From an optimization exercise on the open Yosys and OpenROAD flow, aimed at small area and a short achievable clock period; shortcuts taken in it are not production practice.
Function was checked by simulation only, so behaviour that the tests miss may differ from the original.

==> flow/design.v <==
package bits_pkg;
  localparam int WINDOW_BITS = 256;
  localparam int WORD_BITS = 128;
  localparam int WORD_BYTES = WORD_BITS / 8;
  localparam int LEVEL_BITS = 9;
  localparam logic [4:0] LIT_1 = 5'h00;
  localparam logic [4:0] LIT_2 = 5'h01;
  localparam logic [4:0] LIT_3 = 5'h02;
  localparam logic [4:0] LIT_4 = 5'h03;
  localparam logic [4:0] LIT_5 = 5'h04;
  localparam logic [4:0] LIT_6 = 5'h05;
  localparam logic [4:0] LIT_7 = 5'h06;
  localparam logic [4:0] LIT_8 = 5'h07;
  localparam logic [4:0] LIT_9 = 5'h08;
  localparam logic [4:0] LIT_10 = 5'h09;
  localparam logic [4:0] LIT_11 = 5'h0A;
  localparam logic [4:0] LIT_12 = 5'h0B;
  localparam logic [4:0] LIT_13 = 5'h0C;
  localparam logic [4:0] LIT_14 = 5'h0D;
  localparam logic [4:0] LIT_15 = 5'h0E;
  localparam logic [4:0] LIT_16 = 5'h0F;
  localparam logic [4:0] OP_TYPE1 = 5'h10;
  localparam logic [4:0] OP_TYPE2 = 5'h11;
  localparam logic [4:0] HOLD = 5'h12;
  function automatic logic [LEVEL_BITS-1:0] consume_size(input logic [4:0] code);
    case (code)
      LIT_1:    consume_size = LEVEL_BITS'(11);
      LIT_2:    consume_size = LEVEL_BITS'(16);
      LIT_3:    consume_size = LEVEL_BITS'(21);
      LIT_4:    consume_size = LEVEL_BITS'(26);
      LIT_5:    consume_size = LEVEL_BITS'(31);
      LIT_6:    consume_size = LEVEL_BITS'(36);
      LIT_7:    consume_size = LEVEL_BITS'(41);
      LIT_8:    consume_size = LEVEL_BITS'(46);
      LIT_9:    consume_size = LEVEL_BITS'(51);
      LIT_10:   consume_size = LEVEL_BITS'(56);
      LIT_11:   consume_size = LEVEL_BITS'(61);
      LIT_12:   consume_size = LEVEL_BITS'(66);
      LIT_13:   consume_size = LEVEL_BITS'(71);
      LIT_14:   consume_size = LEVEL_BITS'(76);
      LIT_15:   consume_size = LEVEL_BITS'(81);
      LIT_16:   consume_size = LEVEL_BITS'(86);
      OP_TYPE1: consume_size = LEVEL_BITS'(22);
      OP_TYPE2: consume_size = LEVEL_BITS'(18);
      default:  consume_size = '0;
    endcase
  endfunction
  function automatic logic is_consume(input logic [4:0] code);
    is_consume = ~code[4] | (code[3:1] == 3'b000);
  endfunction
endpackage
module bits_level_counter
#(
  parameter int WINDOW_BITS = bits_pkg::WINDOW_BITS,
  parameter int WORD_BITS = bits_pkg::WORD_BITS
)
(
  input logic clk,
  input logic resetB,
  input logic [4:0] code,
  input logic append_en,
  input logic [bits_pkg::WORD_BYTES-1:0] valid_bytes,
  output logic [bits_pkg::LEVEL_BITS-1:0] level,
  output logic space_available
);
  localparam logic [bits_pkg::LEVEL_BITS-1:0] SPACE_LIMIT = WINDOW_BITS - WORD_BITS;
  localparam int COUNT_BITS = $clog2(bits_pkg::WORD_BYTES + 1);
  logic [COUNT_BITS-1:0] byte_count;
  logic [bits_pkg::LEVEL_BITS-1:0] drop_bits;
  logic [bits_pkg::LEVEL_BITS-1:0] level_q;
  logic [1:0] count2 [0:7];
  logic [2:0] count4 [0:3];
  logic [3:0] count8 [0:1];
  for (genvar i = 0; i < 8; i++)
  begin : g_count2
    assign count2[i] = 2'(valid_bytes[2*i]) + 2'(valid_bytes[2*i+1]);
  end
  for (genvar i = 0; i < 4; i++)
  begin : g_count4
    assign count4[i] = 3'(count2[2*i]) + 3'(count2[2*i+1]);
  end
  for (genvar i = 0; i < 2; i++)
  begin : g_count8
    assign count8[i] = 4'(count4[2*i]) + 4'(count4[2*i+1]);
  end
  assign byte_count = COUNT_BITS'(count8[0]) + COUNT_BITS'(count8[1]);
  logic [bits_pkg::LEVEL_BITS-1:0] base_q;
  logic [COUNT_BITS-1:0] pending_q;
  logic [bits_pkg::LEVEL_BITS-1:0] base_next;
  logic [COUNT_BITS-1:0] pending_next;
  assign level_q = {base_q[bits_pkg::LEVEL_BITS-1:3] + (bits_pkg::LEVEL_BITS-3)'(pending_q), base_q[2:0]};
  assign drop_bits = bits_pkg::consume_size(code);
  always_comb
  begin
    base_next = level_q;
    pending_next = '0;
    if (bits_pkg::is_consume(code))
    begin
      base_next = level_q - drop_bits;
    end
    else if (append_en)
    begin
      pending_next = byte_count;
    end
  end
  always_ff @(posedge clk or negedge resetB)
  begin
    if (!resetB)
    begin
      base_q <= '0;
      pending_q <= '0;
    end
    else
    begin
      base_q <= base_next;
      pending_q <= pending_next;
    end
  end
  assign level = level_q;
  assign space_available = (level_q <= SPACE_LIMIT);
endmodule
module bits_window_shifter
#(
  parameter int WINDOW_BITS = bits_pkg::WINDOW_BITS,
  parameter int WORD_BITS = bits_pkg::WORD_BITS
)
(
  input logic clk,
  input logic [4:0] code,
  input logic space,
  input logic [bits_pkg::LEVEL_BITS-1:0] level,
  input logic [WORD_BITS-1:0] word,
  output logic [WINDOW_BITS-1:0] window
);
  localparam int ROT_BITS = $clog2(WINDOW_BITS);
  logic [WINDOW_BITS-1:0] window_q;
  logic [WINDOW_BITS-1:0] window_next;
  logic consume;
  logic [ROT_BITS-1:0] rot_amt;
  logic [ROT_BITS-1:0] consume_rot;
  logic [ROT_BITS-1:0] append_rot;
  logic [WINDOW_BITS-1:0] rot_in;
  logic [WINDOW_BITS-1:0] stage [0:ROT_BITS];
  logic [WINDOW_BITS-WORD_BITS-1:0] keep;
  assign consume = bits_pkg::is_consume(code);
  always_comb
  begin
    case (code)
      5'h00: consume_rot = 8'd245;
      5'h01: consume_rot = 8'd240;
      5'h02: consume_rot = 8'd235;
      5'h03: consume_rot = 8'd230;
      5'h04: consume_rot = 8'd225;
      5'h05: consume_rot = 8'd220;
      5'h06: consume_rot = 8'd215;
      5'h07: consume_rot = 8'd210;
      5'h08: consume_rot = 8'd205;
      5'h09: consume_rot = 8'd200;
      5'h0A: consume_rot = 8'd195;
      5'h0B: consume_rot = 8'd190;
      5'h0C: consume_rot = 8'd185;
      5'h0D: consume_rot = 8'd180;
      5'h0E: consume_rot = 8'd175;
      5'h0F: consume_rot = 8'd170;
      5'h10: consume_rot = 8'd234;
      5'h11: consume_rot = 8'd238;
      default: consume_rot = 8'd0;
    endcase
  end
  assign append_rot = space ? level[ROT_BITS-1:0] : '0;
  assign rot_amt = consume ? consume_rot : append_rot;
  assign rot_in = {(consume | ~space) ? window_q[WINDOW_BITS-1:WINDOW_BITS-WORD_BITS] : word,
                   window_q[WINDOW_BITS-WORD_BITS-1:0]};
  assign stage[0] = rot_in;
  for (genvar k = 0; k < ROT_BITS; k++)
  begin : g_rot
    assign stage[k+1] = rot_amt[k]
      ? {stage[k][(1<<k)-1:0], stage[k][WINDOW_BITS-1:(1<<k)]}
      : stage[k];
  end
  for (genvar i = 0; i < WINDOW_BITS - WORD_BITS; i++)
  begin : g_keep
    assign keep[i] = ~consume & (int'(level) >= WORD_BITS - i);
  end
  assign window_next[WINDOW_BITS-WORD_BITS-1:0] = stage[ROT_BITS][WINDOW_BITS-WORD_BITS-1:0];
  for (genvar i = 0; i < WINDOW_BITS - WORD_BITS; i++)
  begin : g_top
    assign window_next[WORD_BITS+i] = keep[i] ? window_q[WORD_BITS+i] : stage[ROT_BITS][WORD_BITS+i];
  end
  always_ff @(posedge clk)
  begin
    window_q <= window_next;
  end
  assign window = window_q;
endmodule
module bits_window_top
#(
  parameter int WINDOW_BITS = bits_pkg::WINDOW_BITS,
  parameter int WORD_BITS = bits_pkg::WORD_BITS
)
(
  input logic clk,
  input logic resetB,
  input logic fill_req_b,
  input logic fill_ack_b,
  input logic [bits_pkg::WORD_BYTES-1:0] fill_valid_bytes,
  input logic [WORD_BITS-1:0] fill_word,
  input logic [4:0] code,
  output logic [WINDOW_BITS-1:0] window,
  output logic space_available
);
  logic [bits_pkg::LEVEL_BITS-1:0] level;
  logic strobes_low;
  logic code_allows;
  logic append_en;
  assign strobes_low = ~fill_req_b & ~fill_ack_b;
  assign code_allows = !bits_pkg::is_consume(code) && (code != bits_pkg::HOLD);
  assign append_en = strobes_low & code_allows & space_available;
  bits_level_counter #(
    .WINDOW_BITS (WINDOW_BITS),
    .WORD_BITS (WORD_BITS)
  ) i_level_counter (
    .clk (clk),
    .resetB (resetB),
    .code (code),
    .append_en (append_en),
    .valid_bytes (fill_valid_bytes),
    .level (level),
    .space_available (space_available)
  );
  bits_window_shifter #(
    .WINDOW_BITS (WINDOW_BITS),
    .WORD_BITS (WORD_BITS)
  ) i_window_shifter (
    .clk (clk),
    .code (code),
    .space (space_available),
    .level (level),
    .word (fill_word),
    .window (window)
  );
endmodule
clock: 6.0 ns
lec_check: 0
abc_area: 1
cap_margin: 10
core_margin: 2
core_utilization: 35
gpl_timing_driven: 0
setup_slack_margin: 1.5
slew_margin: 10
run.sh (not shown) runs the stock make flow with config.mk's settings and CLKGATE_MAP_FILE= SYNTH_SCRIPT=/design/flow/synth_recipe.tcl, a recipe that flattens the netlist after the stock synthesis.
The starting point ended with an error in global routing (5_1_grt) (GRT-0116).
Rerun with:
PLACE_DENSITY = 0.45   (was default)
The changed run never finished: it broke off in global routing (5_1_grt).
Synthesized cell count does not change.
Synthesized area stays the same.
